This is an optimization exercise on Yosys and OpenROAD, whose aim is small area, a short achievable clock period and few clock cycles per item, not a production implementation.
At most, simulation tests tie the RTL to the original design; equivalence was not proved.
Only the layout flow was run in runs 2 and 3; the RTL was not checked for function there.
The flow treats the clock pin as an ideal source, which a real chip does not have.
No activity file was given, so power comes from the tool's default toggle rates.

### flow/run.sh
#!/bin/bash
# synth_recipe.tcl (not shown) runs the flow's synth.tcl, then flattens the netlist and writes it again
# the make line also repeats each setting of config.mk as NAME=value (left out here)
make -C /OpenROAD-flow-scripts/flow DESIGN_CONFIG=/design/flow/config.mk WORK_HOME=/design/flow/orfs CLKGATE_MAP_FILE= SYNTH_SCRIPT=/design/flow/synth_recipe.tcl finish
### flow/config.mk
export PLATFORM = sky130hd
export DESIGN_NAME = per_key_chatter_filter_top
export DESIGN_NICKNAME = per_key_chatter_filter_top
export VERILOG_FILES = /design/flow/design.v
export SDC_FILE = /design/flow/constraint.sdc
export NUM_CORES = 4
export LEC_CHECK = 0
export CAP_MARGIN = 20
export CORE_MARGIN = 2
export CORE_UTILIZATION = 40
export SLEW_MARGIN = 20
### flow/constraint.sdc
create_clock -name core_clock -period 5.0 [get_ports {clk}]
set_input_delay 1.0000 -clock core_clock [delete_from_list [all_inputs] [get_ports {clk}]]
set_output_delay 1.0000 -clock core_clock [all_outputs]
set_load 0.01 [all_outputs]
### flow/design.v
package pcf_pkg;
  localparam int TABLE_ENTRIES_DEF = 32;
  localparam int CMD_W  = 1;
  localparam int IDX_IN_W = 5;
  localparam int KEY_W  = 8;
  localparam int HOLD_W = 16;
  localparam int TIME_W = 48;
  localparam int CFG_W  = 6;
  localparam int IDX_EXT_W = 9;
  localparam int NEED_W = 26;
  localparam logic [NEED_W-1:0] US_PER_MS = NEED_W'(1000);
  localparam logic [CMD_W-1:0] CMD_LOAD  = 1'b0;
  localparam logic [CMD_W-1:0] CMD_PRESS = 1'b1;
  typedef struct packed {
    logic [HOLD_W-1:0] hold;
    logic [TIME_W-1:0] stamp;
  } pcf_record_t;
  localparam int REC_W = HOLD_W + TIME_W;
  typedef struct packed {
    logic done;
    logic pass;
  } pcf_verdict_t;
endpackage
import pcf_pkg::*;
module pcf_code_cam #(
  parameter int DEPTH = 32
) (
  input  logic             clk,
  input  logic [DEPTH-1:0] in_range,
  input  logic             search,
  input  logic [KEY_W-1:0] key,
  input  logic             load,
  input  logic [DEPTH-1:0] load_oh,
  output logic [DEPTH-1:0] match
);
  logic [KEY_W-1:0] codes [DEPTH];
  always_ff @(posedge clk) begin
    for (int j = 0; j < DEPTH; j++) begin
      if (load && load_oh[j]) begin
        codes[j] <= key;
      end
    end
  end
  always_comb begin
    for (int j = 0; j < DEPTH; j++) begin
      match[j] = search && in_range[j] && (codes[j] == key);
    end
  end
endmodule
module pcf_ram #(
  parameter int DEPTH = 32
) (
  input  logic              clk,
  input  logic [DEPTH-1:0]  sel,
  input  logic              load,
  input  logic [HOLD_W-1:0] hold_in,
  input  logic [TIME_W-1:0] time_in,
  output logic [HOLD_W-1:0] hold_out,
  output logic [TIME_W-1:0] stamp_out
);
  logic [HOLD_W-1:0] holds  [DEPTH];
  logic [TIME_W-1:0] stamps [DEPTH];
  always_ff @(posedge clk) begin
    for (int j = 0; j < DEPTH; j++) begin
      if (sel[j]) begin
        stamps[j] <= time_in;
        if (load) begin
          holds[j] <= hold_in;
        end
      end
    end
  end
  always_comb begin
    hold_out  = '0;
    stamp_out = '0;
    for (int j = 0; j < DEPTH; j++) begin
      hold_out  = hold_out  | (holds[j]  & {HOLD_W{sel[j]}});
      stamp_out = stamp_out | (stamps[j] & {TIME_W{sel[j]}});
    end
  end
endmodule
import pcf_pkg::*;
module pcf_hold_check (
  input  logic              clk,
  input  logic [TIME_W-1:0] now,
  input  logic [TIME_W-1:0] stamp,
  input  logic [HOLD_W-1:0] hold,
  output logic              pass
);
  logic [NEED_W-1:0] elapsed_lo;
  logic              elapsed_hi;
  logic [NEED_W-1:0] need;
  logic [TIME_W-1:0] elapsed;
  assign elapsed = now - stamp;
  always_ff @(posedge clk) begin
    elapsed_lo <= elapsed[NEED_W-1:0];
    elapsed_hi <= |elapsed[TIME_W-1:NEED_W];
    need       <= {{(NEED_W-HOLD_W){1'b0}}, hold} * US_PER_MS;
  end
  assign pass = elapsed_hi || (elapsed_lo >= need);
endmodule
import pcf_pkg::*;
module per_key_chatter_filter_top (
  input  logic                clk,
  input  logic                rst,
  input  logic                cfg_wr_en,
  input  logic [CFG_W-1:0]    cfg_wr_data,
  input  logic                in_valid,
  output logic                in_ready,
  input  logic [CMD_W-1:0]    command,
  input  logic [IDX_IN_W-1:0] entry_index,
  input  logic [KEY_W-1:0]    key_code,
  input  logic [HOLD_W-1:0]   hold_off_ms,
  input  logic [TIME_W-1:0]   time_us,
  output logic                out_valid,
  input  logic                out_ready,
  output logic                pass_event,
  output logic                key_matched
);
  localparam int N     = TABLE_ENTRIES_DEF;
  localparam int FIFO_D = 8;
  localparam int CAP   = FIFO_D + 1;
  logic accept;
  assign accept = in_valid && in_ready && !rst;
  logic [CFG_W-1:0] entries_in_use;
  logic [N-1:0]     in_range;
  always_ff @(posedge clk) begin
    if (rst) begin
      entries_in_use <= '0;
    end else if (cfg_wr_en) begin
      entries_in_use <= cfg_wr_data;
    end
  end
  always_comb begin
    for (int j = 0; j < N; j++) begin
      in_range[j] = entries_in_use[CFG_W-1] || (CFG_W'(j) < entries_in_use);
    end
  end
  logic                c_v;
  logic [CMD_W-1:0]    c_cmd;
  logic [IDX_IN_W-1:0] c_idx;
  logic [KEY_W-1:0]    c_key;
  logic [HOLD_W-1:0]   c_hold;
  logic [TIME_W-1:0]   c_time;
  logic [N-1:0]        c_idx_oh;
  logic [N-1:0]        c_match;
  logic                c_load;
  always_ff @(posedge clk) begin
    c_v    <= rst ? 1'b0 : accept;
    c_cmd  <= command;
    c_idx  <= entry_index;
    c_key  <= key_code;
    c_hold <= hold_off_ms;
    c_time <= time_us;
  end
  assign c_load = c_v && (c_cmd == CMD_LOAD);
  always_comb begin
    for (int j = 0; j < N; j++) begin
      c_idx_oh[j] = (c_idx == IDX_IN_W'(j));
    end
  end
  pcf_code_cam #(
    .DEPTH (N)
  ) u_cam (
    .clk      (clk),
    .in_range (in_range),
    .search   (c_v && (c_cmd == CMD_PRESS)),
    .key      (c_key),
    .load     (c_load),
    .load_oh  (c_idx_oh),
    .match    (c_match)
  );
  logic              p_v;
  logic              p_load;
  logic [N-1:0]      p_match;
  logic [N-1:0]      p_load_oh;
  logic [HOLD_W-1:0] p_hold;
  logic [TIME_W-1:0] p_time;
  logic [N-1:0]      p_first;
  always_ff @(posedge clk) begin
    p_v       <= rst ? 1'b0 : c_v;
    p_load    <= c_load;
    p_match   <= c_match;
    p_load_oh <= c_load ? c_idx_oh : '0;
    p_hold    <= c_hold;
    p_time    <= c_time;
  end
  always_comb begin
    logic seen;
    seen = 1'b0;
    for (int j = 0; j < N; j++) begin
      p_first[j] = p_match[j] && !seen;
      seen       = seen || p_match[j];
    end
  end
  logic              r_v;
  logic              r_load;
  logic              r_any;
  logic [N-1:0]      r_sel;
  logic [HOLD_W-1:0] r_hold;
  logic [TIME_W-1:0] r_time;
  logic [HOLD_W-1:0] r_hold_rd;
  logic [TIME_W-1:0] r_stamp_rd;
  always_ff @(posedge clk) begin
    r_v    <= rst ? 1'b0 : p_v;
    r_load <= p_load;
    r_any  <= |p_match;
    r_sel  <= p_load_oh | p_first;
    r_hold <= p_hold;
    r_time <= p_time;
  end
  pcf_ram #(
    .DEPTH (N)
  ) u_rec (
    .clk       (clk),
    .sel       (r_sel),
    .load      (r_load),
    .hold_in   (r_hold),
    .time_in   (r_time),
    .hold_out  (r_hold_rd),
    .stamp_out (r_stamp_rd)
  );
  logic              v1_v, v1_load, v1_any;
  logic [HOLD_W-1:0] v1_hold;
  logic [TIME_W-1:0] v1_stamp;
  logic [TIME_W-1:0] v1_time;
  logic              v2_v, v2_load, v2_any;
  logic              v2_pass;
  always_ff @(posedge clk) begin
    v1_v     <= rst ? 1'b0 : r_v;
    v1_load  <= r_load;
    v1_any   <= r_any;
    v1_hold  <= r_hold_rd;
    v1_stamp <= r_stamp_rd;
    v1_time  <= r_time;
    v2_v     <= rst ? 1'b0 : v1_v;
    v2_load  <= v1_load;
    v2_any   <= v1_any;
  end
  pcf_hold_check u_hold_check (
    .clk   (clk),
    .now   (v1_time),
    .stamp (v1_stamp),
    .hold  (v1_hold),
    .pass  (v2_pass)
  );
  logic res_pass, res_match;
  assign res_pass  = !v2_load && (!v2_any || v2_pass);
  assign res_match = !v2_load && v2_any;
  logic [1:0]                fifo [FIFO_D];
  logic [$clog2(FIFO_D)-1:0] f_rd, f_wr;
  logic [$clog2(FIFO_D):0]   f_cnt;
  logic                      out_free, f_empty, f_push, f_pop;
  logic [$clog2(CAP):0]      owed, owed_next;
  logic                      take;
  assign out_free = !out_valid || out_ready;
  assign f_empty  = (f_cnt == '0);
  assign f_pop    = out_free && !f_empty;
  assign f_push   = v2_v && !(out_free && f_empty);
  assign take     = out_valid && out_ready;
  always_ff @(posedge clk) begin
    if (f_push) begin
      fifo[f_wr] <= {res_pass, res_match};
    end
    if (out_free) begin
      if (!f_empty) begin
        {pass_event, key_matched} <= fifo[f_rd];
      end else begin
        {pass_event, key_matched} <= {res_pass, res_match};
      end
    end
    if (rst) begin
      out_valid <= 1'b0;
      f_rd      <= '0;
      f_wr      <= '0;
      f_cnt     <= '0;
    end else begin
      if (out_free) begin
        out_valid <= !f_empty || v2_v;
      end
      if (f_push) begin
        f_wr <= f_wr + 1'b1;
      end
      if (f_pop) begin
        f_rd <= f_rd + 1'b1;
      end
      f_cnt <= f_cnt + f_push - f_pop;
    end
  end
  assign owed_next = owed + accept - take;
  always_ff @(posedge clk) begin
    if (rst) begin
      owed     <= '0;
      in_ready <= 1'b1;
    end else begin
      owed     <= owed_next;
      in_ready <= (owed_next < CAP);
    end
  end
endmodule
==> impl_metrics.yaml, run 1 <==
place:
  dpl.cell_count: 9220
  dpl.hpwl_um: 145000
  routabilityCongestion: 0.829
  portBuffers: 92
floorplan:
  chipWidth_um: 508
  fp-row-count: 185
  initial_utilization_pct: 40.1
  core-area_mm2: 0.253
  design.die.area_mm2: 0.258
  ioPinCount: 93
  fp.dieH_um: 508
routing:
  routed-via-count: 55003
  drt_iter0_drc: 6314
  drc: 0
  wl_per_cell_um: 27.0
  viasPerCell: 5.63
  antenna_left: 0
  drt-total-wl_um: 264000
  drt_pass1_iterations: 6
clock_tree:
  clk_latency_ps: 950
  cts.sinks: 2824
  htreeDepth: 5
  cts_setup_buffers: 0
  tritoncts: "done"
  cts_root_buf: "clkbuf_16"
  path_clk_slew_ps: 60
  cts.path.max_buffers: 4
  cts_made_buffers: 310
synth:
  synth_seq_cells: 2824
  synth.avg_cell_area_um2: 17.2
  synth.area.top_cells: "edfxtp_1, dfxtp_1, a22oi_1"
  ys.flop_type: "edfxtp_1"
  ys_seq_area_share_pct: 78.5
  synth_warnings: 7
  synthTopCellsByCount: "edfxtp_1, a22oi_1, dfxtp_1"
  syn_inst: 5925
  synth_area_mm2: 0.102
  synth_top_cell_by_area: "edfxtp_1"
  synth_edf_count: 2322
  syn_nets: 6206
  synth-async-reset-ratio_pct: 0
  synth_most_common_cell: "edfxtp_1"
  synth_top_cell_area_share_pct: 68.6
  synth_cell_types: 69
sta:
  setup_tns_ps: 0
  setup_viol_count_final: 0
  worst_pin_slew_ps: 1100
  holdWs_ps: 284
  fin_crit_sh_pct: 94.6
  drv_slew: 0
  fmax_mhz: 211
  hold_viol: 0
  grt_setup_unrepaired: "no"
  worst_slew_margin_rel_pct: 26.5
  clock_skew_ps: 73.1
  period_needed_ps: 4730
layout:
  multi_input_area_mm2: 0.0201
  final_nets: 6449
  regArea_mm2: 0.0800
  layout-drive-gt1-share_pct: 10.5
  num-fill-cells: 21456
  area_growth_pct: 15.4
  fin_cells: 9773
worst_setup_path:
  crit_chain: "fa_1 -> fa_1 -> inv_1 -> fa_1 -> inv_1 -> fa_1 -> ha_1 -> nor2b_1 -> o21a_1 -> o41ai_1 -> buf_4 -> o2111ai_1 -> a31oi_1 -> a211oi_1 -> and2_1 -> o21a_1 -> nor2_1 -> xnor2_1"
  worst_path_max_delay_cell: "fa_1"
  crit_fanout: 5
  slowest_delay_ps: 540
  endpoint_kind: "flip-flop"
  critical_path.most_common_cell: "fa_1"
  crit_type: "reg2reg"
  arrival_ps: 5620
  critPathLaunchType: "flip-flop"
  crit_required_ps: 5890
pwr:
  p_leak_nw: 38.9
  power_switching_mw: 10.5
  sw_frac_of_total_pct: 20.9
  total_power_mw: 50.5
  ir_drop_mv: 0.433
  p_clk_share_pct: 44.1
  comb_power_share_pct: 3.8
  powerDensity_mw_per_mm2: 431
  seqPwrFrac_pct: 52.1
  p_int_mw: 40.0
global_route:
  first_global_vias: 54952
  grt_use_total_pct: 20.1
  antenna_found_initial: 17
  met3_usage_pct: 4.30
  grt_pass1_wl_um: 381000
  gr-total-overflow: 0
  grt_use_met2_pct: 31.6
  grt_max_degree: 93
  grt_use_met1_pct: 28.2
  grt.busiest_layer: "met2"
outcome:
  outcome: "timing/DRC/antenna clean"
min_path:
  hp-class: "reg2reg"
flow_run:
  drv_cap: 0
-- path summary, 6_finish.rpt --
check | start | endpoint | slack [ps] | cells after the start
max reg2reg | v1_hold[1]$_DFF_P_ | u_hold_check.need[25]$_DFF_P_ | 270 | 18
max | v1_hold[1]$_DFF_P_ | u_hold_check.need[25]$_DFF_P_ | 270 | 18
min | c_hold[13]$_DFF_P_ | p_hold[13]$_DFF_P_ | 280 | 0
min reg2reg | c_hold[13]$_DFF_P_ | p_hold[13]$_DFF_P_ | 280 | 0
-- layout make-up --
| class | instances | share of cell area (%) |
|---|---|---|
| sequential | 2824 | 68.1 |
| multi-input combinational | 2622 | 17.1 |
| clock buffer | 441 | 7.51 |
| tap | 3366 | 3.59 |
| timing repair buffer | 221 | 2.04 |
| clock inverter | 104 | 0.975 |
| inverter | 189 | 0.605 |
| antenna | 6 | 0.0128 |
-- logic make-up after synthesis --
group,Yosys count,share of synthesized area [%]
AOI/OAI and AO/OA,1288,9.61
xor gates and xnor gates,317,2.73
adders and majority gates,192,2.78
buffers and inverters,479,1.77
DFF,2824,78.5
muxes,18,0.229
and+or+nand+nor,807,4.39
-- layout by cell type, fill, tap and decap left out, types with 129 or more instances in the layout --
cell type  synthesis  final
a221oi_1         129    129
a22oi_1          768    768
clkbuf_16          0    319
dfxtp_1          502    439
edfxtp_1        2322   2322
ha_1             135    135
inv_1            189    189
nand3_1          151    151
nand4_1          168    168
nor2_1           158    158
xnor2_1          180    180
xor2_1           137    137
-- metrics by stage --
| step | util (%) | area, um2 | setup WS [ps] |
|---|---|---|---|
| 3_3_place_gp | 42.3 | 107000 | 176 |
| 3_5_place_dp | 42.3 | 107000 | 162 |
| 5_1_grt | 46.3 | 117000 | 9.62 |
| 2_1_floorplan | - | 102000 | 360 |
| 6_report | 46.3 | 117000 | 271 |
| 4_1_cts | 46.3 | 117000 | 123 |
-- worst max-delay path, delay by kind of cell (launching register included) --
kind	cells	cell delay, ps
AO/OA/AOI/OAI	6	1170
XOR/XNOR	1	120
adder cells (fa/ha/maj)	5	2270
buffers and inverters	3	290
flip-flops	1	400
AND/OR/NAND/NOR	3	430
-- power by group through the flow --
stage	Sequential [mW]	Combinational, mW	Clock (mW)
final	26.3	1.91	22.3
after CTS	26.3	1.93	22.7
after global placement	26.8	1.88	0
after global routing	26.4	2.17	23.6
after floorplan	26.6	1.35	0
after detailed placement	26.8	1.92	0
-- layer usage --
layer | vias up | share of wire [%]
met1 | 28269 | 43
met2 | 2331 | 46
met4 | 0 | 2.4
met3 | 393 | 8.5
met5 | - | 0
li1 | 24010 | -
-- sequential cells by signal, indices dropped and copies added (netlist names), 32 cells and up, named ones only --
signal / cells
u_rec.stamps: 1536
u_rec.holds: 512
u_cam.codes: 256
c_time: 48
p_time: 48
r_time: 48
v1_stamp: 48
v1_time: 48
p_load_oh: 32
p_match: 32
r_sel: 32
-- what timing repair did --
action,CTS,global route
setup endpoints to repair,0,3
hold buffers,0,0
gates resized for setup,0,3
Testbench counts, summed over its fixed seeds: cycles 16,048, items 16,000.
==> inputs of run 2 (changes only) <==
--- a/flow/design.v
+++ b/flow/design.v
@@ -29,6 +29,4 @@
   input  logic [DEPTH-1:0] in_range,
-  input  logic             search,
   input  logic [KEY_W-1:0] key,
-  input  logic             load,
-  input  logic [DEPTH-1:0] load_oh,
+  input  logic [DEPTH-1:0] write,
   output logic [DEPTH-1:0] match
@@ -38,3 +36,3 @@
     for (int j = 0; j < DEPTH; j++) begin
-      if (load && load_oh[j]) begin
+      if (write[j]) begin
         codes[j] <= key;
@@ -45,3 +43,3 @@
     for (int j = 0; j < DEPTH; j++) begin
-      match[j] = search && in_range[j] && (codes[j] == key);
+      match[j] = in_range[j] && (codes[j] == key);
     end
@@ -89,6 +87,8 @@
 );
-  logic [NEED_W-1:0] elapsed_lo;
-  logic              elapsed_hi;
-  logic [NEED_W-1:0] need;
-  logic [TIME_W-1:0] elapsed;
+  localparam int CMP_W = NEED_W + 2;
+  logic [TIME_W-1:0]   elapsed;
+  logic [NEED_W-1:0]   elapsed_lo;
+  logic                elapsed_hi;
+  logic [HOLD_W-1:0]   hold_q;
+  logic [HOLD_W+1:0]   hold3;
   assign elapsed = now - stamp;
@@ -97,5 +97,13 @@
     elapsed_hi <= |elapsed[TIME_W-1:NEED_W];
-    need       <= {{(NEED_W-HOLD_W){1'b0}}, hold} * US_PER_MS;
-  end
-  assign pass = elapsed_hi || (elapsed_lo >= need);
+    hold_q     <= hold;
+    hold3      <= {2'b00, hold} + {1'b0, hold, 1'b0};
+  end
+  logic [CMP_W-1:0] op_a, op_b, op_c, csa_s, csa_c, diff;
+  assign op_a  = {2'b00, elapsed_lo};
+  assign op_b  = {{(CMP_W-HOLD_W-5){1'b0}}, hold3, 3'b000};
+  assign op_c  = ~{{(CMP_W-HOLD_W-10){1'b0}}, hold_q, 10'b0};
+  assign csa_s = op_a ^ op_b ^ op_c;
+  assign csa_c = ((op_a & op_b) | (op_a & op_c) | (op_b & op_c)) << 1;
+  assign diff  = csa_s + csa_c + {{(CMP_W-1){1'b0}}, 1'b1};
+  assign pass = elapsed_hi || !diff[CMP_W-1];
 endmodule
@@ -120,3 +128,3 @@
   localparam int N     = TABLE_ENTRIES_DEF;
-  localparam int FIFO_D = 8;
+  localparam int FIFO_D = 4;
   localparam int CAP   = FIFO_D + 1;
@@ -138,23 +146,16 @@
   end
-  logic                c_v;
-  logic [CMD_W-1:0]    c_cmd;
-  logic [IDX_IN_W-1:0] c_idx;
-  logic [KEY_W-1:0]    c_key;
-  logic [HOLD_W-1:0]   c_hold;
-  logic [TIME_W-1:0]   c_time;
-  logic [N-1:0]        c_idx_oh;
-  logic [N-1:0]        c_match;
-  logic                c_load;
-  always_ff @(posedge clk) begin
-    c_v    <= rst ? 1'b0 : accept;
-    c_cmd  <= command;
-    c_idx  <= entry_index;
-    c_key  <= key_code;
-    c_hold <= hold_off_ms;
-    c_time <= time_us;
-  end
-  assign c_load = c_v && (c_cmd == CMD_LOAD);
-  always_comb begin
+  logic              is_load;
+  logic [N-1:0]      idx_oh;
+  logic [N-1:0]      match;
+  logic [N-1:0]      first;
+  logic [N-1:0]      code_we;
+  assign is_load = (command == CMD_LOAD);
+  always_comb begin
+    logic seen;
+    seen = 1'b0;
     for (int j = 0; j < N; j++) begin
-      c_idx_oh[j] = (c_idx == IDX_IN_W'(j));
+      idx_oh[j]  = (entry_index == IDX_IN_W'(j));
+      code_we[j] = accept && is_load && idx_oh[j];
+      first[j]   = match[j] && !seen;
+      seen       = seen || match[j];
     end
@@ -166,31 +167,6 @@
     .in_range (in_range),
-    .search   (c_v && (c_cmd == CMD_PRESS)),
-    .key      (c_key),
-    .load     (c_load),
-    .load_oh  (c_idx_oh),
-    .match    (c_match)
+    .key      (key_code),
+    .write    (code_we),
+    .match    (match)
   );
-  logic              p_v;
-  logic              p_load;
-  logic [N-1:0]      p_match;
-  logic [N-1:0]      p_load_oh;
-  logic [HOLD_W-1:0] p_hold;
-  logic [TIME_W-1:0] p_time;
-  logic [N-1:0]      p_first;
-  always_ff @(posedge clk) begin
-    p_v       <= rst ? 1'b0 : c_v;
-    p_load    <= c_load;
-    p_match   <= c_match;
-    p_load_oh <= c_load ? c_idx_oh : '0;
-    p_hold    <= c_hold;
-    p_time    <= c_time;
-  end
-  always_comb begin
-    logic seen;
-    seen = 1'b0;
-    for (int j = 0; j < N; j++) begin
-      p_first[j] = p_match[j] && !seen;
-      seen       = seen || p_match[j];
-    end
-  end
   logic              r_v;
@@ -204,8 +180,8 @@
   always_ff @(posedge clk) begin
-    r_v    <= rst ? 1'b0 : p_v;
-    r_load <= p_load;
-    r_any  <= |p_match;
-    r_sel  <= p_load_oh | p_first;
-    r_hold <= p_hold;
-    r_time <= p_time;
+    r_v    <= accept;
+    r_load <= is_load;
+    r_any  <= |match;
+    r_sel  <= !accept ? '0 : is_load ? idx_oh : first;
+    r_hold <= hold_off_ms;
+    r_time <= time_us;
   end
--- a/flow/config.mk
+++ b/flow/config.mk
@@ -10,2 +10,3 @@
 export CORE_UTILIZATION = 40
+export SETUP_SLACK_MARGIN = 2.3
 export SLEW_MARGIN = 20
==> impl_metrics.yaml, run 2 <==
outcome:
  outcome: "timing/DRC/antenna clean"
routing:
  routed-via-count: 53858
  drt_pass1_iterations: 5
  antenna_left: 0
  drt-total-wl_um: 260000
  drc: 0
  drt_iter0_drc: 6382
  wl_per_cell_um: 28.1
  viasPerCell: 5.81
synth:
  synth.avg_cell_area_um2: 17.1
  ys.flop_type: "edfxtp_1"
  synth_seq_cells: 2612
  synthTopCellsByCount: "edfxtp_1, a22oi_1, dfxtp_1"
  synth_area_mm2: 0.0960
  synth_most_common_cell: "edfxtp_1"
  synth_cell_types: 78
  synth_edf_count: 2314
  synth-async-reset-ratio_pct: 0
  ys_seq_area_share_pct: 78.6
  syn_nets: 5822
  synth_warnings: 7
  synth.area.top_cells: "edfxtp_1, dfxtp_1, a22oi_1"
  syn_inst: 5607
  synth_top_cell_by_area: "edfxtp_1"
  synth_top_cell_area_share_pct: 72.4
global_route:
  gr-total-overflow: 0
  antenna_found_initial: 11
  first_global_vias: 52983
  grt_pass1_wl_um: 373000
  grt_max_degree: 66
  grt_use_total_pct: 20.8
place:
  dpl_cell_area_mm2: 0.102
  routabilityCongestion: 0.865
  dpl.hpwl_um: 142000
  portBuffers: 92
  dpl.cell_count: 8724
worst_setup_path:
  reg2reg_setup_slack_ps: 1500
  crit_required_ps: 5790
  crit_type: "reg2reg"
  slowest_delay_ps: 420
  endpoint_kind: "flip-flop"
  critical_path.most_common_cell: "a2111o_1"
  crit_fanout: 10
  critPathLaunchType: "flip-flop"
  crit_chain: "inv_1 -> ha_1 -> nand3_1 -> o2111ai_1 -> a2111o_1 -> a2111o_1 -> nand3_2 -> a21oi_2 -> a211o_1 -> a211oi_2 -> o21bai_1 -> mux2_1 -> or4_1"
  worst_path_max_delay_cell: "ha_1"
  arrival_ps: 4290
clock_tree:
  htreeDepth: 5
  cts_root_buf: "clkbuf_16"
  tritoncts: "done"
  cts.path.max_buffers: 4
  clk_latency_ps: 950
  cts_made_buffers: 289
  cts.sinks: 2612
  path_clk_slew_ps: 60
floorplan:
  initial_utilization_pct: 40.3
  fp.dieH_um: 494
  design.die.area_mm2: 0.244
  ioPinCount: 93
  core-area_mm2: 0.238
  fp-row-count: 179
  chipWidth_um: 494
min_path:
  hp-class: "reg2reg"
pwr:
  p_leak_nw: 36.3
  ir_drop_mv: 0.273
  powerDensity_mw_per_mm2: 417
sta:
  setup_tns_ps: 0
  clock_skew_ps: 48.5
  grt_setup_unrepaired: "yes"
  fin_crit_sh_pct: 70.1
  fmax_mhz: 285
  setup_viol_count_final: 0
  drv_slew: 0
  worst_slew_margin_rel_pct: 16.9
  period_needed_ps: 3500
  hold_viol: 0
  worst_pin_slew_ps: 1250
layout:
  reg.largest.list: "u_rec.stamps x1536, u_rec.holds x512, u_cam.codes x256"
  final_nets: 6111
  regMostFlops: "u_rec.stamps"
  fin_cells: 9277
  multi_input_area_mm2: 0.0195
  layout-drive-gt1-share_pct: 13.7
  mostFrequentLayoutCell: "edfxtp_1"
  regArea_mm2: 0.0756
  finalInstanceArea_mm2: 0.112
  final_cell_mix: "edfxtp_1, a22oi_1, clkbuf_16, dfxtp_1, nand4_1"
  area_growth_pct: 16.5
  num-fill-cells: 20093
  largest_reg_flops: 1536
flow_run:
  drv_cap: 0
[run 2: worst paths after layout]
| path | from | end | depth (start not counted) |
|---|---|---|---|
| min | v1_any$_DFF_P_ | v2_any$_DFF_P_ | 0 |
| min reg2reg | v1_any$_DFF_P_ | v2_any$_DFF_P_ | 0 |
| max | v1_stamp[15]$_DFF_P_ | u_hold_check.elapsed_hi$_DFF_P_ | 13 |
| max reg2reg | v1_stamp[15]$_DFF_P_ | u_hold_check.elapsed_hi$_DFF_P_ | 13 |
[run 2: timing repair]
action	4_1_cts	5_1_grt
endpoints found under the hold margin	0	0
hold buffers	0	0
setup buffers	24	22
setup endpoints to repair	132	131
pin swaps	44	46
resized for setup	111	86
cloned	0	0
[run 2: cells by family (layout without fill, tap and decap cells)]
family	Yosys count	in the layout	share of synthesized area, %
AND/OR/NAND/NOR	783	783	4.49
flip-flops	2612	2612	78.6
XOR/XNOR	306	306	2.79
adder cells (fa/ha/maj)	126	126	1.77
other	0	5	0
multiplexers	16	16	0.198
AO/OA/AOI/OAI	1296	1296	10.2
buffers and inverters	468	966	1.88
[run 2: layer usage]
metal  global-route usage, %  share of wire (%)  up-vias
li1                        -                  -    23177
met5                       0             0.0069        -
met1                    30.0                 43    28048
met3                    3.34                7.5      371
met2                    32.8                 47     2260
met4                    5.93                2.5        2
[run 2: power breakdown]
group	switching (mW)	total, mW	internal [mW]
Sequential	0.383	24.4	24.0
Combinational	1.18	2.03	0.852
Clock	8.24	20.2	12.0
[run 2: cell type report]
cell class / count / share of cell area (%)
Antenna cell: 5 / 0.0112
Clock buffer: 396 / 7.25
Clock inverter: 104 / 0.774
Inverter: 172 / 0.581
Multi-Input combinational cell: 2527 / 17.5
Sequential cell: 2612 / 67.7
Tap cell: 3167 / 3.55
Timing Repair Buffer: 294 / 2.69
[run 2: through the flow]
step                      hold slack (ps)  worst slack, ps  power [mW]  utilization (%)
after floorplan                       310             1810        25.9                -
after global placement                311             1130        26.6             42.6
after detailed placement              312             1110        26.7             42.6
after CTS                             325             1500        46.9             46.7
after global routing                  332             1370        48.1             46.9
final                                 325             1500        46.6             46.9
[run 2: worst max-delay path: cells and delay by family, from the launching register on]
kind	cells	cell delay, ps
compound gates	7	1590
fa+ha+maj	1	420
buf+inv	1	40
flops	1	310
mux	1	310
simple gates	3	700
==> inputs of run 3 (changes only) <==
--- a/flow/config.mk
+++ b/flow/config.mk
@@ -10,2 +10,4 @@
 export CORE_UTILIZATION = 40
+export CTS_BUF_LIST = sky130_fd_sc_hd__clkbuf_8
+export CTS_CLUSTER_SIZE = 30
 export SETUP_SLACK_MARGIN = 2.3
==> impl_metrics.yaml, run 3 <==
clock_tree:
  clk_latency_ps: 1110
  hold_buffers: 0
  path_clk_slew_ps: 70
  cts_root_buf: "clkbuf_8"
  cts.sinks: 2612
  cts.path.max_buffers: 4
  htreeDepth: 5
  tritoncts: "done"
  cts_made_buffers: 424
floorplan:
  initial_utilization_pct: 40.3
  fp.dieH_um: 494
  fp-row-count: 179
  ioPinCount: 93
  design.die.area_mm2: 0.244
  chipWidth_um: 494
  core-area_mm2: 0.238
worst_setup_path:
  crit_fanout: 3
  endpoint_kind: "flip-flop"
  critical_path.most_common_cell: "buf_4"
  worst_path_max_delay_cell: "or4_1"
  crit_chain: "inv_2 -> ha_4 -> fa_2 -> nor2b_2 -> o31a_1 -> buf_4 -> o31ai_4 -> nand3_2 -> buf_4 -> nand4b_1 -> a31oi_2 -> xnor2_1 -> o221ai_1 -> nor3_2 -> nand4_1 -> or4_1"
  crit_type: "reg2reg"
  critPathLaunchType: "flip-flop"
  reg2reg_setup_slack_ps: 1480
  crit_required_ps: 5960
  slowest_delay_ps: 530
  arrival_ps: 4470
layout:
  largest_reg_flops: 1536
  layout-drive-gt1-share_pct: 15.2
  regMostFlops: "u_rec.stamps"
  mostFrequentLayoutCell: "edfxtp_1"
  final_cell_mix: "edfxtp_1, a22oi_1, clkbuf_8, inv_1, dfxtp_1"
  reg.largest.list: "u_rec.stamps x1536, u_rec.holds x512, u_cam.codes x256"
  final_nets: 6247
  area_growth_pct: 15.4
  num-fill-cells: 20401
synth:
  syn_inst: 5607
  synth_top_cell_by_area: "edfxtp_1"
  synth-async-reset-ratio_pct: 0
  synth_edf_count: 2314
  synth_cell_types: 78
  synth.avg_cell_area_um2: 17.1
  synth_most_common_cell: "edfxtp_1"
  ys.flop_type: "edfxtp_1"
  syn_nets: 5822
  synth_seq_cells: 2612
  synth_top_cell_area_share_pct: 72.4
  synth_warnings: 7
  synth_area_mm2: 0.0960
  ys_seq_area_share_pct: 78.6
  synthTopCellsByCount: "edfxtp_1, a22oi_1, dfxtp_1"
  synth.area.top_cells: "edfxtp_1, dfxtp_1, a22oi_1"
pwr:
  p_int_mw: 34.1
  sw_frac_of_total_pct: 22.4
  ir_drop_mv: 0.304
  total_power_mw: 43.9
  p_leak_nw: 36.6
  power_switching_mw: 9.81
  seqPwrFrac_pct: 55.6
  comb_power_share_pct: 4.6
  p_clk_share_pct: 39.8
  powerDensity_mw_per_mm2: 396
place:
  portBuffers: 92
  routabilityCongestion: 0.865
  dpl.hpwl_um: 142000
  place_ws_ps: 1110
flow_run:
  drv_cap: 0
sta:
  holdWs_ps: 257
  setup_viol_count_final: 0
  setup_tns_ps: 0
  worst_slew_margin_rel_pct: 25.8
  worst_pin_slew_ps: 1110
  finalWorstSetupSlack_ps: 1480
  period_needed_ps: 3520
  clock_skew_ps: 78.0
  grt_setup_unrepaired: "yes"
  fin_crit_sh_pct: 70.3
  fmax_mhz: 284
  drv_slew: 0
  hold_viol: 0
routing:
  antenna_left: 0
  drc: 0
  drt_iter0_drc: 6006
  viasPerCell: 5.71
  wl_per_cell_um: 27.4
  drt-total-wl_um: 261000
  drt_pass1_iterations: 6
  routed-via-count: 54499
outcome:
  outcome: "timing/DRC/antenna clean"
global_route:
  gr-total-overflow: 0
  first_global_vias: 54145
  grt_pass1_wl_um: 375000
  grt_max_degree: 66
  antenna_found_initial: 13
  grt_use_total_pct: 20.9
min_path:
  hp-class: "in2reg"
==> run 3: cell counts after synthesis <==
Identical to the previous run, type by type.
==> run 3: path summary, 6_finish.rpt <==
check             depth (start not counted)               start                              end
setup / recovery                         16  v1_time[0]$_DFF_P_  u_hold_check.elapsed_hi$_DFF_P_
hold / removal                            1         key_code[2]     u_cam.codes[10][2]$_DFFE_PP_
setup reg to reg                         16  v1_time[0]$_DFF_P_  u_hold_check.elapsed_hi$_DFF_P_
hold reg to reg                           0      v1_any$_DFF_P_                   v2_any$_DFF_P_
==> run 3: through the flow <==
step                cell area [um2]  std cells  util [%]
floorplan                     96400       5607         -
global placement             102000       8724      42.6
detailed placement           102000       8724      42.6
CTS                          110000       9515      46.2
global route                 111000       9543      46.5
finish                       111000       9546      46.5
==> run 3: repair_timing <==
item	in CTS	in global routing
pin swaps	41	48
gates resized for setup	106	73
endpoints found under the setup margin	56	45
setup buffers	24	24
==> run 3: critical path: cells and delay by family (launching register included) <==
family | cells | cell delay, ps
xor gates and xnor gates | 1 | 210
buffers and inverters | 3 | 390
and+or+nand+nor | 6 | 1160
AOI/OAI and AO/OA | 4 | 900
DFF | 1 | 320
adders and majority gates | 2 | 370
==> run 3: logic make-up (layout without fill, tap and decap cells) <==
logic type	count (synthesis)	in the layout	share of synthesized area (%)
xor gates and xnor gates	306	306	2.79
other	0	6	0
buffers and inverters	468	1234	1.88
and+or+nand+nor	783	783	4.49
adders and majority gates	126	126	1.77
muxes	16	16	0.198
DFF	2612	2612	78.6
AOI/OAI and AO/OA	1296	1296	10.2
==> run 3: area by class of cell <==
class / count / area (um2) / share of cell area, %
clock inverters: 286 / 1430 / 1.29
flip-flops and latches: 2612 / 75600 / 68.3
multi-input cells: 2527 / 19500 / 17.6
diodes: 6 / 15.0 / 0.0136
well taps: 3167 / 3960 / 3.58
clock buffers: 481 / 6620 / 5.98
inverters: 172 / 646 / 0.583
repair buffers: 295 / 2950 / 2.66
==> run 3: routing by layer <==
layer,track usage (%),vias up,part of all wire (%)
li1,-,23514,-
met1,29.7,28191,43
met2,33.0,2376,47
met3,3.69,414,7.5
met4,6.07,4,2.5
met5,0,-,0.012
==> run 3: power groups by stage <==
stage | Clock, mW | Combinational, mW | Sequential, mW
final | 17.5 | 2.03 | 24.4
after CTS | 17.8 | 1.94 | 24.4
after global placement | 0 | 1.83 | 24.8
after floorplan | 0 | 1.23 | 24.7
after detailed placement | 0 | 1.85 | 24.8
after global routing | 18.8 | 2.24 | 24.4
==> inputs of run 4 (changes only) <==
--- a/flow/design.v
+++ b/flow/design.v
@@ -87,23 +87,40 @@
 );
-  localparam int CMP_W = NEED_W + 2;
-  logic [TIME_W-1:0]   elapsed;
-  logic [NEED_W-1:0]   elapsed_lo;
-  logic                elapsed_hi;
-  logic [HOLD_W-1:0]   hold_q;
-  logic [HOLD_W+1:0]   hold3;
-  assign elapsed = now - stamp;
-  always_ff @(posedge clk) begin
-    elapsed_lo <= elapsed[NEED_W-1:0];
-    elapsed_hi <= |elapsed[TIME_W-1:NEED_W];
-    hold_q     <= hold;
-    hold3      <= {2'b00, hold} + {1'b0, hold, 1'b0};
-  end
-  logic [CMP_W-1:0] op_a, op_b, op_c, csa_s, csa_c, diff;
-  assign op_a  = {2'b00, elapsed_lo};
-  assign op_b  = {{(CMP_W-HOLD_W-5){1'b0}}, hold3, 3'b000};
-  assign op_c  = ~{{(CMP_W-HOLD_W-10){1'b0}}, hold_q, 10'b0};
-  assign csa_s = op_a ^ op_b ^ op_c;
-  assign csa_c = ((op_a & op_b) | (op_a & op_c) | (op_b & op_c)) << 1;
-  assign diff  = csa_s + csa_c + {{(CMP_W-1){1'b0}}, 1'b1};
-  assign pass = elapsed_hi || !diff[CMP_W-1];
+  localparam int HI_W = TIME_W - NEED_W;
+  localparam int V_W  = NEED_W + 1;
+  localparam int Y_W  = HOLD_W + 5;
+  logic [NEED_W-1:0] now_lo, stamp_lo;
+  logic [HI_W-1:0]   now_hi, stamp_hi;
+  assign {now_hi, now_lo}     = now;
+  assign {stamp_hi, stamp_lo} = stamp;
+  logic [HI_W-1:0] x, y;
+  logic            eq0, eq1;
+  assign x = now_hi;
+  assign y = ~stamp_hi;
+  always_comb begin
+    eq0 = (now_hi == stamp_hi);
+    eq1 = !(x[0] ^ y[0]);
+    for (int i = 1; i < HI_W; i++) begin
+      eq1 = eq1 && ((x[i] ^ y[i]) == (x[i-1] | y[i-1]));
+    end
+  end
+  logic borrow;
+  assign borrow = (now_lo < stamp_lo);
+  logic [V_W-1:0] a0, a1, a2, cs_s, cs_c, w;
+  assign a0   = {1'b0, now_lo};
+  assign a1   = {1'b1, ~stamp_lo};
+  assign a2   = ~{{(V_W-HOLD_W-10){1'b0}}, hold, 10'b0};
+  assign cs_s = a0 ^ a1 ^ a2;
+  assign cs_c = ((a0 & a1) | (a0 & a2) | (a1 & a2)) << 1;
+  assign w    = cs_s + cs_c + {{(V_W-2){1'b0}}, 2'b10};
+  logic           hi_differs;
+  logic [V_W-1:0] v;
+  logic [Y_W-1:0] y24;
+  always_ff @(posedge clk) begin
+    hi_differs <= borrow ? !eq1 : !eq0;
+    v          <= w ^ {borrow, {(V_W-1){1'b0}}};
+    y24        <= {1'b0, hold, 4'b0} + {2'b0, hold, 3'b0};
+  end
+  logic [V_W:0] total;
+  assign total = {v[V_W-1], v} + {{(V_W+1-Y_W){1'b0}}, y24};
+  assign pass = hi_differs || !total[V_W];
 endmodule
--- a/flow/config.mk
+++ b/flow/config.mk
@@ -9,5 +9,4 @@
 export CORE_MARGIN = 2
-export CORE_UTILIZATION = 40
+export CORE_UTILIZATION = 65
 export CTS_BUF_LIST = sky130_fd_sc_hd__clkbuf_8
-export CTS_CLUSTER_SIZE = 30
 export SETUP_SLACK_MARGIN = 2.3
==> impl_metrics.yaml, run 4 <==
clock_tree:
  clk_latency_ps: 1030
  cts.path.max_buffers: 4
  tritoncts: "done"
  htreeDepth: 5
  hold_buffers: 0
  cts.sinks: 2595
  cts_root_buf: "clkbuf_8"
  path_clk_slew_ps: 60
  cts_made_buffers: 408
synth:
  syn_inst: 5430
  synth_most_common_cell: "edfxtp_1"
  ys.flop_type: "edfxtp_1"
  synth_edf_count: 2314
  synth-async-reset-ratio_pct: 0
  synth.area.top_cells: "edfxtp_1, a22oi_1, dfxtp_1"
  syn_nets: 5685
  synth_warnings: 7
  synthTopCellsByCount: "edfxtp_1, a22oi_1, dfxtp_1"
  synth_top_cell_area_share_pct: 72.7
  synth_area_mm2: 0.0956
  synth_top_cell_by_area: "edfxtp_1"
  ys_seq_area_share_pct: 78.6
  synth_cell_types: 84
  synth_seq_cells: 2595
  synth.avg_cell_area_um2: 17.6
global_route:
  grt_max_degree: 83
  gr-total-overflow: 0
  first_global_vias: 52563
  grt_pass1_wl_um: 355000
  antenna_found_initial: 11
  grt_use_total_pct: 32.5
place:
  portBuffers: 92
  dpl.hpwl_um: 133000
  routabilityCongestion: 0.859
  place_ws_ps: 1230
sta:
  fin_crit_sh_pct: 62.5
  hold_viol: 0
  finalWorstSetupSlack_ps: 1870
  setup_tns_ps: 0
  grt_setup_unrepaired: "yes"
  drv_slew: 0
  period_needed_ps: 3130
  worst_slew_margin_rel_pct: 27.2
  holdWs_ps: 331
  setup_viol_count_final: 0
  fmax_mhz: 320
  clock_skew_ps: 55.4
  worst_pin_slew_ps: 1090
layout:
  num-fill-cells: 8946
  regMostFlops: "u_rec.stamps"
  layout-drive-gt1-share_pct: 14.6
  area_growth_pct: 12.7
  reg.largest.list: "u_rec.stamps x1536, u_rec.holds x512, u_cam.codes x256"
  largest_reg_flops: 1536
  mostFrequentLayoutCell: "edfxtp_1"
  final_nets: 6072
  final_cell_mix: "edfxtp_1, a22oi_1, clkbuf_8, inv_1, xor2_1"
worst_setup_path:
  path_depth: 14
  endpoint_kind: "flip-flop"
  worst_path_max_delay_cell: "fa_2"
  crit_chain: "inv_1 -> ha_1 -> inv_1 -> ha_1 -> fa_2 -> a21o_1 -> a221oi_4 -> a21bo_2 -> a21oi_4 -> a211oi_4 -> buf_6 -> o31ai_4 -> a21oi_2 -> xnor2_1"
  crit_family: "compound AO/OA/AOI/OAI gates"
  critPathLaunchType: "flip-flop"
  arrival_ps: 4030
  reg2reg_depth: 14
  crit_required_ps: 5900
  crit_type: "reg2reg"
  crit_fanout: 3
  slowest_delay_ps: 350
  crit_buf_inv: 3
floorplan:
  fp-row-count: 140
  initial_utilization_pct: 65.5
  fp.dieH_um: 387
  chipWidth_um: 387
  ioPinCount: 93
  design.die.area_mm2: 0.150
  core-area_mm2: 0.146
flow_run:
  drv_cap: 0
min_path:
  hold_depth: 0
  hp-class: "reg2reg"
routing:
  drc: 0
  antenna_left: 0
  drt-total-wl_um: 245000
  drt_iter0_drc: 6490
  viasPerCell: 6.63
  routed-via-count: 53551
  wl_per_cell_um: 30.3
  drt_pass1_iterations: 7
pwr:
  powerDensity_mw_per_mm2: 400
  total_power_mw: 43.1
  p_leak_nw: 36.1
  ir_drop_mv: 0.309
outcome:
  outcome: "timing/DRC/antenna clean"
[run 4: cell types whose count changed after synthesis, sizes merged, moves of 19 or more]
cell / delta
inv: -42
clkbuf: -36
buf: +22
xor2: +82
ha: +36
nor4: +19
nand2: -26
nand4: -19
xnor2: -68
a21oi: -23
nor2: -25
[run 4: worst reg2reg max path, delay by kind of cell (launching register included)]
| kind | cells | cell delay (ps) |
|---|---|---|
| DFF | 1 | 340 |
| AOI/OAI and AO/OA | 7 | 1340 |
| adders and majority gates | 3 | 930 |
| xor gates and xnor gates | 1 | 160 |
| buffers and inverters | 3 | 270 |
[run 4: metrics by stage]
stage,std cells,utilization [%],instance area [um2]
3_5_place_dp,7291,68.0,99300
5_1_grt,8068,73.8,108000
4_1_cts,8052,73.5,107000
6_report,8071,73.8,108000
3_3_place_gp,7290,68.0,99300
2_1_floorplan,5430,-,95900
[run 4: cells by family (layout without fill, tap and decap cells)]
| group | after synthesis | count (layout) | synth area share, % |
|---|---|---|---|
| DFF | 2595 | 2595 | 78.6 |
| adders and majority gates | 166 | 166 | 2.33 |
| and+or+nand+nor | 717 | 717 | 4.32 |
| buffers and inverters | 413 | 1131 | 1.95 |
| AOI/OAI and AO/OA | 1208 | 1208 | 9.75 |
| xor gates and xnor gates | 320 | 320 | 2.93 |
| other | 0 | 6 | 0 |
| muxes | 11 | 11 | 0.144 |
[run 4: final cells by class]
type | instances | area, um2 | area share, %
Multi-Input combinational cell | 2422 | 19200 | 17.9
Clock inverter | 282 | 1350 | 1.25
Antenna cell | 6 | 15.0 | 0.0139
Tap cell | 1917 | 2400 | 2.23
Timing Repair Buffer | 260 | 2620 | 2.43
Clock buffer | 459 | 6320 | 5.87
Inverter | 130 | 490 | 0.455
Sequential cell | 2595 | 75300 | 69.9
[run 4: routing by layer]
metal	vias to the layer above	track usage, %	part of all wire [%]
met1	27362	48.6	41
met5	-	0	0.0082
met3	461	5.16	9.5
li1	22829	-	-
met2	2895	50.0	46
met4	4	10.1	2.8
[run 4: path summary, 6_finish.rpt]
| path | from | endpoint | slack [ps] |
|---|---|---|---|
| setup / recovery | v1_time[3]$_DFF_P_ | u_hold_check.v[20]$_DFF_P_ | 1870 |
| hold / removal | v1_load$_DFF_P_ | v2_load$_DFF_P_ | 330 |
| setup reg to reg | v1_time[3]$_DFF_P_ | u_hold_check.v[20]$_DFF_P_ | 1870 |
| hold reg to reg | v1_load$_DFF_P_ | v2_load$_DFF_P_ | 330 |
[run 4: timing repair]
item,in CTS,in global routing
buffers inserted,20,13
cloned,0,0
pin swaps,22,27
endpoints found under the setup margin,51,98
resized for setup,47,69
[run 4: power breakdown]
part,switching [mW],internal (mW),total [mW]
Clock,7.93,8.74,16.7
Sequential,0.410,23.9,24.3
Combinational,1.16,0.971,2.13
Testbench counts of run 4, summed over its fixed seeds: cycles 16,032, items 16,000.
==> inputs of run 5 (changes only) <==
--- a/flow/design.v
+++ b/flow/design.v
@@ -28,3 +28,2 @@
   input  logic             clk,
-  input  logic [DEPTH-1:0] in_range,
   input  logic [KEY_W-1:0] key,
@@ -43,3 +42,3 @@
     for (int j = 0; j < DEPTH; j++) begin
-      match[j] = in_range[j] && (codes[j] == key);
+      match[j] = (codes[j] == key);
     end
@@ -88,4 +87,3 @@
   localparam int HI_W = TIME_W - NEED_W;
-  localparam int V_W  = NEED_W + 1;
-  localparam int Y_W  = HOLD_W + 5;
+  localparam int Q_W  = NEED_W - 3;
   logic [NEED_W-1:0] now_lo, stamp_lo;
@@ -105,22 +103,23 @@
   end
-  logic borrow;
-  assign borrow = (now_lo < stamp_lo);
-  logic [V_W-1:0] a0, a1, a2, cs_s, cs_c, w;
-  assign a0   = {1'b0, now_lo};
-  assign a1   = {1'b1, ~stamp_lo};
-  assign a2   = ~{{(V_W-HOLD_W-10){1'b0}}, hold, 10'b0};
-  assign cs_s = a0 ^ a1 ^ a2;
-  assign cs_c = ((a0 & a1) | (a0 & a2) | (a1 & a2)) << 1;
-  assign w    = cs_s + cs_c + {{(V_W-2){1'b0}}, 2'b10};
-  logic           hi_differs;
-  logic [V_W-1:0] v;
-  logic [Y_W-1:0] y24;
-  always_ff @(posedge clk) begin
-    hi_differs <= borrow ? !eq1 : !eq0;
-    v          <= w ^ {borrow, {(V_W-1){1'b0}}};
-    y24        <= {1'b0, hold, 4'b0} + {2'b0, hold, 3'b0};
-  end
-  logic [V_W:0] total;
-  assign total = {v[V_W-1], v} + {{(V_W+1-Y_W){1'b0}}, y24};
-  assign pass = hi_differs || !total[V_W];
+  logic [NEED_W:0] diff_lo;
+  assign diff_lo = {1'b0, now_lo} - {1'b0, stamp_lo};
+  logic              hi_differs_1;
+  logic [Q_W-1:0]    e8_1;
+  logic [HOLD_W+1:0] hold3_1;
+  logic [HOLD_W-1:0] hold_1;
+  always_ff @(posedge clk) begin
+    hi_differs_1 <= diff_lo[NEED_W] ? !eq1 : !eq0;
+    e8_1         <= diff_lo[NEED_W-1:3];
+    hold3_1      <= {2'b00, hold} + {1'b0, hold, 1'b0};
+    hold_1       <= hold;
+  end
+  logic           hi_differs_2;
+  logic [Q_W-1:0] e8_2;
+  logic [Q_W-1:0] need8_2;
+  always_ff @(posedge clk) begin
+    hi_differs_2 <= hi_differs_1;
+    e8_2         <= e8_1;
+    need8_2      <= {hold_1, 7'b0} - {{(Q_W-HOLD_W-2){1'b0}}, hold3_1};
+  end
+  assign pass = hi_differs_2 || (e8_2 >= need8_2);
 endmodule
@@ -145,3 +144,3 @@
   localparam int N     = TABLE_ENTRIES_DEF;
-  localparam int FIFO_D = 4;
+  localparam int FIFO_D = 5;
   localparam int CAP   = FIFO_D + 1;
@@ -175,3 +174,3 @@
       code_we[j] = accept && is_load && idx_oh[j];
-      first[j]   = match[j] && !seen;
+      first[j]   = match[j] && !seen && in_range[j];
       seen       = seen || match[j];
@@ -183,3 +182,2 @@
     .clk      (clk),
-    .in_range (in_range),
     .key      (key_code),
@@ -199,3 +197,3 @@
     r_load <= is_load;
-    r_any  <= |match;
+    r_any  <= |first;
     r_sel  <= !accept ? '0 : is_load ? idx_oh : first;
@@ -220,3 +218,4 @@
   logic              v2_v, v2_load, v2_any;
-  logic              v2_pass;
+  logic              v3_v, v3_load, v3_any;
+  logic              v3_pass;
   always_ff @(posedge clk) begin
@@ -231,2 +230,5 @@
     v2_any   <= v1_any;
+    v3_v     <= rst ? 1'b0 : v2_v;
+    v3_load  <= v2_load;
+    v3_any   <= v2_any;
   end
@@ -237,7 +239,7 @@
     .hold  (v1_hold),
-    .pass  (v2_pass)
+    .pass  (v3_pass)
   );
   logic res_pass, res_match;
-  assign res_pass  = !v2_load && (!v2_any || v2_pass);
-  assign res_match = !v2_load && v2_any;
+  assign res_pass  = !v3_load && (!v3_any || v3_pass);
+  assign res_match = !v3_load && v3_any;
   logic [1:0]                fifo [FIFO_D];
@@ -251,3 +253,3 @@
   assign f_pop    = out_free && !f_empty;
-  assign f_push   = v2_v && !(out_free && f_empty);
+  assign f_push   = v3_v && !(out_free && f_empty);
   assign take     = out_valid && out_ready;
@@ -271,9 +273,9 @@
       if (out_free) begin
-        out_valid <= !f_empty || v2_v;
+        out_valid <= !f_empty || v3_v;
       end
       if (f_push) begin
-        f_wr <= f_wr + 1'b1;
+        f_wr <= (f_wr == FIFO_D - 1) ? '0 : f_wr + 1'b1;
       end
       if (f_pop) begin
-        f_rd <= f_rd + 1'b1;
+        f_rd <= (f_rd == FIFO_D - 1) ? '0 : f_rd + 1'b1;
       end
--- a/flow/config.mk
+++ b/flow/config.mk
@@ -9,4 +9,5 @@
 export CORE_MARGIN = 2
-export CORE_UTILIZATION = 65
-export CTS_BUF_LIST = sky130_fd_sc_hd__clkbuf_8
+export CORE_UTILIZATION = 60
+export CTS_CLUSTER_DIAMETER = 100
+export CTS_CLUSTER_SIZE = 30
 export SETUP_SLACK_MARGIN = 2.3
==> impl_metrics.yaml, run 5 <==
floorplan:
  fp.dieH_um: 405
  chipWidth_um: 405
  core-area_mm2: 0.160
  ioPinCount: 93
  design.die.area_mm2: 0.164
  initial_utilization_pct: 60.3
  fp-row-count: 147
pwr:
  p_leak_nw: 33.2
  ir_drop_mv: 0.299
  total_power_mw: 37.1
  powerDensity_mw_per_mm2: 356
synth:
  synth_top_cell_by_area: "edfxtp_1"
  synth_seq_cells: 2665
  synth-async-reset-ratio_pct: 0
  synth_most_common_cell: "edfxtp_1"
  ys_seq_area_share_pct: 79.4
  synth_cell_types: 78
  synth_edf_count: 2316
  ys.flop_type: "edfxtp_1"
  synth_top_cell_area_share_pct: 72.1
  synthTopCellsByCount: "edfxtp_1, a22oi_1, dfxtp_1"
  syn_inst: 5489
  syn_nets: 5692
  synth_area_mm2: 0.0964
  synth.area.top_cells: "edfxtp_1, dfxtp_1, a22oi_1"
  synth_warnings: 7
  synth.avg_cell_area_um2: 17.6
worst_setup_path:
  crit_type: "in2reg"
  reg2reg_depth: 2
  crit_required_ps: 5680
  critPathLaunchType: "primary input"
  crit_fanout: 11
  r2r-start: "r_sel[24]$_SDFF_PN0_"
  reg2reg_setup_slack_ps: 2320
  reg2reg_to: "u_rec.holds[24][3]$_DFFE_PP_"
  arrival_ps: 3460
  startpoint: "key_code[1]"
  endpoint_kind: "flip-flop"
routing:
  antenna_left: 0
  drc: 0
  viasPerCell: 6.64
  routed-via-count: 51222
  drt_iter0_drc: 6922
  wl_per_cell_um: 31.6
  drt_pass1_iterations: 5
  drt-total-wl_um: 244000
sta:
  drv_slew: 0
  worst_pin_slew_ps: 1150
  fmax_mhz: 360
  grt_setup_unrepaired: "yes"
  setup_tns_ps: 0
  period_needed_ps: 2780
  clock_skew_ps: 25.9
  setup_viol_count_final: 0
  worst_slew_margin_rel_pct: 23.0
  fin_crit_sh_pct: 55.6
  holdWs_ps: 334
  hold_viol: 0
clock_tree:
  cts.path.max_buffers: 3
  cts_root_buf: "clkbuf_16"
  clk_latency_ps: 770
  cts_made_buffers: 98
  htreeDepth: 3
  cts.sinks: 2665
  hold_buffers: 0
  tritoncts: "done"
  path_clk_slew_ps: 120
place:
  dpl.hpwl_um: 130000
  dpl.cell_count: 7504
  portBuffers: 92
  routabilityCongestion: 0.839
layout:
  area_growth_pct: 7.88
  num-fill-cells: 11067
  final_cell_mix: "edfxtp_1, a22oi_1, dfxtp_1, xor2_1, nand4_1"
  fin_cells: 7718
  final_nets: 5751
  regArea_mm2: 0.0767
  reg.largest.list: "u_rec.stamps x1536, u_rec.holds x512, u_cam.codes x256"
  mostFrequentLayoutCell: "edfxtp_1"
  largest_reg_flops: 1536
  multi_input_area_mm2: 0.0186
  layout-drive-gt1-share_pct: 7.87
  regMostFlops: "u_rec.stamps"
  final_util_pct: 65.0
flow_run:
  drv_cap: 0
outcome:
  outcome: "timing/DRC/antenna clean"
global_route:
  grt.busiest_layer: "met2"
  gr-total-overflow: 0
  grt_max_degree: 90
  grt_use_met1_pct: 43.7
  grt_pass1_wl_um: 343000
  first_global_vias: 48622
  grt_use_met2_pct: 45.2
  antenna_found_initial: 5
  grt_use_total_pct: 29.2
  met3_usage_pct: 5.04
min_path:
  hold_depth: 0
  holdPathEnd: "u_hold_check.e8_2[13]$_DFF_P_"
  hp-class: "reg2reg"
  hp-start: "u_hold_check.e8_1[13]$_DFF_P_"
[run 5: changes by cell type in the layout (fill, tap and decap cells not counted), sizes merged, moves of 16 or more]
cell / change
nand2: +24
buf: -29
ha: -35
dfxtp: +68
inv: -153
nand3: -20
clkinv: -122
nor2: +22
nor3: -16
fa: -17
clkbuf: -278
[run 5: final cells by class]
cell class | instances | share of cell area, %
Inverter | 120 | 0.433
Antenna cell | 1 | 0.00241
Tap cell | 2086 | 2.51
Timing Repair Buffer | 236 | 2.68
Sequential cell | 2665 | 73.7
Clock inverter | 7 | 0.0722
Clock buffer | 176 | 2.66
Multi-Input combinational cell | 2427 | 17.9
[run 5: routing by layer]
| metal | wire length (um) | vias up |
|---|---|---|
| met5 | 13 | - |
| met1 | 105000 | 26737 |
| met3 | 19400 | 292 |
| met4 | 6400 | 2 |
| met2 | 113000 | 2099 |
| li1 | - | 22092 |
[run 5: worst max-delay path by stage]
stage	slack [ps]	to
floorplan	2040	r_sel[28]$_SDFF_PN0_
global placement	1100	r_sel[28]$_SDFF_PN0_
detailed placement	1070	r_sel[28]$_SDFF_PN0_
CTS	2090	u_cam.codes[22][0]$_DFFE_PP_
global route	2160	r_sel[28]$_SDFF_PN0_
finish	2220	r_sel[30]$_SDFF_PN0_
[run 5: cells by family after synthesis]
group,share of synthesized area (%)
and+or+nand+nor,4.38
buffers and inverters,1.89
DFF,79.4
xor gates and xnor gates,3.04
AOI/OAI and AO/OA,9.65
adders and majority gates,1.50
muxes,0.162
[run 5: timing repair]
action | in CTS | in global routing
cloned | 0 | 8
setup endpoints to repair | 242 | 294
setup buffers | 11 | 11
resized for setup | 73 | 74
pin swaps | 17 | 18
[run 5: stage by stage]
| step | setup WS (ps) | cell area [um2] |
|---|---|---|
| floorplan | 2040 | 96600 |
| global placement | 1100 | 100000 |
| detailed placement | 1070 | 100000 |
| CTS | 2090 | 103000 |
| global route | 2160 | 104000 |
| finish | 2220 | 104000 |
[run 5: critical path, cell delays in order]
cell	delay [ps]
buf_2	230
buf_12	200
xor2_1	170
nor4_1	80
nand2_1	190
nand4_4	150
nor2_4	160
nand3_2	150
or4_1	600
or2_1	290
o32ai_2	220
[run 5: report_power, final]
| part | leakage, nW | internal [mW] | total, mW | switching [mW] |
|---|---|---|---|---|
| Clock | 1.34 | 3.84 | 10.2 | 6.35 |
| Combinational | 8.14 | 0.879 | 1.94 | 1.06 |
| Sequential | 23.7 | 24.5 | 25.0 | 0.442 |
Testbench counts of run 5, summed over its fixed seeds: cycles 16,040, items 16,000.
==> inputs of run 6 (changes only) <==
==> flow/flow/run.sh (new file) <==
#!/bin/bash
# The standard layout (the standard.sh, standard synthesis unchanged), with extra
# setup-timing repair passes after clock tree synthesis (flow/post_cts.tcl, run through
# ORFS's POST_CTS_TCL hook). The full output goes to standard.log in the work folder;
# ORFS keeps each step's own log under orfs/logs/.
set -euo pipefail
here="$(pwd)"
export POST_CTS_TCL="$here/flow/post_cts.tcl"
bash standard.sh > "$here/standard.log" 2>&1
==> flow/flow/post_cts.tcl (new file) <==
# Extra setup repair after CTS: the single repair_timing call that cts.tcl makes stops
# early, and further calls keep improving the worst slack. Placement is legalized again
# afterwards, as cts.tcl does after its own repair.
puts "post-CTS: extra setup repair"
estimate_parasitics -placement
report_worst_slack -max
for {set i 0} {$i < 6} {incr i} {
  repair_timing -setup -setup_margin 2.6 -repair_tns 100
  report_worst_slack -max
}
detailed_placement
check_placement -verbose
estimate_parasitics -placement
report_worst_slack -max
==> flow/standard.sh (new file) <==
#!/bin/bash
# synth_recipe.tcl (not shown) runs the flow's synth.tcl, then flattens the netlist and writes it again
# the make line also repeats each setting of config.mk as NAME=value (left out here)
make -C /OpenROAD-flow-scripts/flow DESIGN_CONFIG=/design/flow/config.mk WORK_HOME=/design/flow/orfs CLKGATE_MAP_FILE= SYNTH_SCRIPT=/design/flow/synth_recipe.tcl "${@:-finish}"
removed: flow/run.sh
==> impl_metrics.yaml, run 6 <==
worst_setup_path:
  critical_path.most_common_cell: "buf_16"
  crit_family: "simple AND/OR/NAND/NOR gates"
  critPathLaunchType: "primary input"
  crit_required_ps: 5680
  crit_type: "in2reg"
  arrival_ps: 3280
  startpoint: "key_code[0]"
  reg2reg_setup_slack_ps: 2430
  crit_fanout: 15
  worst_path_max_delay_cell: "or4_4"
  slowest_delay_ps: 550
  crit_chain: "buf_16 -> buf_16 -> buf_12 -> xor2_1 -> nor4_1 -> nand2_1 -> nand3_1 -> nor2_4 -> nand3_2 -> or4_4 -> or2_1 -> o32ai_2"
  crit_buf_inv: 3
  r2r-start: "v1_stamp[9]$_DFF_P_"
  endpoint_kind: "flip-flop"
place:
  routabilityCongestion: 0.839
  dpl.hpwl_um: 130000
  dpl.cell_count: 7504
  place_ws_ps: 1070
  portBuffers: 92
layout:
  final_cell_mix: "edfxtp_1, a22oi_1, dfxtp_1, xor2_1, nand4_1"
  layout-drive-gt1-share_pct: 9.86
  mostFrequentLayoutCell: "edfxtp_1"
  fin_cells: 7789
  final_nets: 5821
  largest_reg_flops: 1536
  area_growth_pct: 9.23
  regMostFlops: "u_rec.stamps"
  reg.largest.list: "u_rec.stamps x1536, u_rec.holds x512, u_cam.codes x256"
global_route:
  grt_use_total_pct: 30.9
  antenna_found_initial: 8
  gr-total-overflow: 0
  first_global_vias: 49916
  grt_max_degree: 90
  grt_pass1_wl_um: 359000
pwr:
  ir_drop_mv: 0.296
  p_leak_nw: 33.8
  powerDensity_mw_per_mm2: 354
routing:
  drt_iter0_drc: 7169
  wl_per_cell_um: 32.8
  viasPerCell: 6.69
  drt_pass1_iterations: 5
  drc: 0
  antenna_left: 0
  routed-via-count: 52107
  drt-total-wl_um: 255000
synth:
  synth_most_common_cell: "edfxtp_1"
  synthTopCellsByCount: "edfxtp_1, a22oi_1, dfxtp_1"
  ys.flop_type: "edfxtp_1"
  syn_nets: 5692
  synth_area_mm2: 0.0964
  synth_warnings: 7
  syn_inst: 5489
  synth-async-reset-ratio_pct: 0
  synth_edf_count: 2316
  synth_seq_cells: 2665
  ys_seq_area_share_pct: 79.4
  synth.area.top_cells: "edfxtp_1, dfxtp_1, a22oi_1"
  synth_top_cell_by_area: "edfxtp_1"
  synth_top_cell_area_share_pct: 72.1
  synth_cell_types: 78
  synth.avg_cell_area_um2: 17.6
floorplan:
  ioPinCount: 93
  core-area_mm2: 0.160
  chipWidth_um: 405
  initial_utilization_pct: 60.3
  design.die.area_mm2: 0.164
  fp.dieH_um: 405
  fp-row-count: 147
flow_run:
  drv_cap: 0
sta:
  worst_pin_slew_ps: 1130
  fmax_mhz: 384
  grt_setup_unrepaired: "yes"
  setup_viol_count_final: 0
  worst_slew_margin_rel_pct: 24.6
  hold_viol: 0
  setup_tns_ps: 0
  fin_crit_sh_pct: 52.0
  period_needed_ps: 2600
  finalWorstSetupSlack_ps: 2400
  drv_slew: 0
  clock_skew_ps: 28.2
clock_tree:
  clk_latency_ps: 770
  cts.sinks: 2665
  path_clk_slew_ps: 120
  tritoncts: "done"
min_path:
  hp-class: "reg2reg"
  hp-start: "u_hold_check.e8_1[13]$_DFF_P_"
outcome:
  outcome: "timing/DRC/antenna clean"
[run 6: logic make-up after synthesis]
family                   count (synthesis)  share of synthesized area [%]
XOR/XNOR                               335                           3.04
flip-flops                            2665                           79.4
AND/OR/NAND/NOR                        747                           4.38
AO/OA/AOI/OAI                         1218                           9.65
adder cells (fa/ha/maj)                114                           1.50
multiplexers                            13                          0.162
buffers and inverters                  397                           1.89
[run 6: area by class of cell]
class,instances,area (um2)
Tap cell,2086,2610
Multi-Input combinational cell,2427,19000
Clock buffer,176,2770
Timing Repair Buffer,306,3740
Clock inverter,7,75.1
Sequential cell,2665,76700
Fill cell,10938,54700
Inverter,120,450
Antenna cell,2,5.00
[run 6: worst reg2reg max path, stage by stage (launching register included)]
cell	delay, ps
dfxtp_1	320
inv_1	210
ha_1	360
a21o_1	210
a21oi_1	140
nand2_1	120
o2111ai_2	250
a21oi_2	110
a2111oi_4	180
buf_4	210
a21oi_2	70
mux2_4	290
[run 6: power breakdown]
part           switching [mW]  internal [mW]
combinational            1.12          0.968
clock                    6.37           3.84
sequential              0.445           24.5
total                    7.93           29.3
[run 6: worst paths after layout]
path / to / depth (start not counted)
setup / recovery: r_sel[30]$_SDFF_PN0_ / 12
hold / removal: u_hold_check.e8_2[13]$_DFF_P_ / 0
setup reg to reg: u_hold_check.hi_differs_1$_DFF_P_ / 11
hold reg to reg: u_hold_check.e8_2[13]$_DFF_P_ / 0
[run 6: routing by layer]
metal	track usage (%)	routed length [um]	vias up
met3	6.17	24000	363
met2	47.6	117000	2458
met1	45.7	107000	27053
li1	-	-	22229
met4	8.27	7490	4
met5	0	27	-
[run 6: per-stage QoR]
stage	power, mW	util (%)	hold WS, ps	area [um2]
2_1_floorplan	26.5	-	310	96600
3_3_place_gp	27.2	62.6	312	100000
3_5_place_dp	27.2	62.6	312	100000
5_1_grt	38.4	65.8	343	105000
6_report	37.3	65.8	332	105000

==> port drivers added, routing unchanged <==
The results above use ideal ports. As a check the final layouts listed here were re-extracted and re-timed, cells and wires unchanged.
Step 1, drivers: a clkbuf_16 drives clk and a buf_2 each remaining input, both assumed.
Step 2 adds t to the input delays and takes it off the output delays; t is the mean of the earliest and latest rising clock arrival at the registers after step 1. Input paths then give back, and output paths get back, about the clock's delay inside the block.
a / b / c = no drivers / after step 1 / after step 2; a / b = the first two.
| run | shift t [ns] | setup slack, ns | worst setup path after step 2 | latest minus earliest clock arrival (ns) | worst slew at a driven data input, ns |
|---|---|---|---|---|---|
| run 1 | 1.007 | 0.271 / 0.271 / 0.271 | register to register | 0.082 / 0.082 | 0.07 |
| run 2 | 0.998 | 1.497 / 1.497 / 1.344 | input to register | 0.067 / 0.068 | 0.12 |
| run 3 | 1.147 | 1.483 / 1.483 / 1.248 | input to register | 0.093 / 0.093 | 0.12 |
| run 4 | 1.079 | 1.873 / 1.873 / 1.306 | input to register | 0.062 / 0.062 | 0.14 |
| run 5 | 0.837 | 2.219 / 2.266 / 1.429 | input to register | 0.031 / 0.031 | 0.10 |
| run 6 | 0.841 | 2.399 / 2.381 / 1.541 | input to register | 0.030 / 0.031 | 0.18 |
After both steps setup and hold are still met in every run listed. For run 6, which loses most, drivers alone change the setup slack by -0.018 ns; drivers and shift together by -0.858 ns.
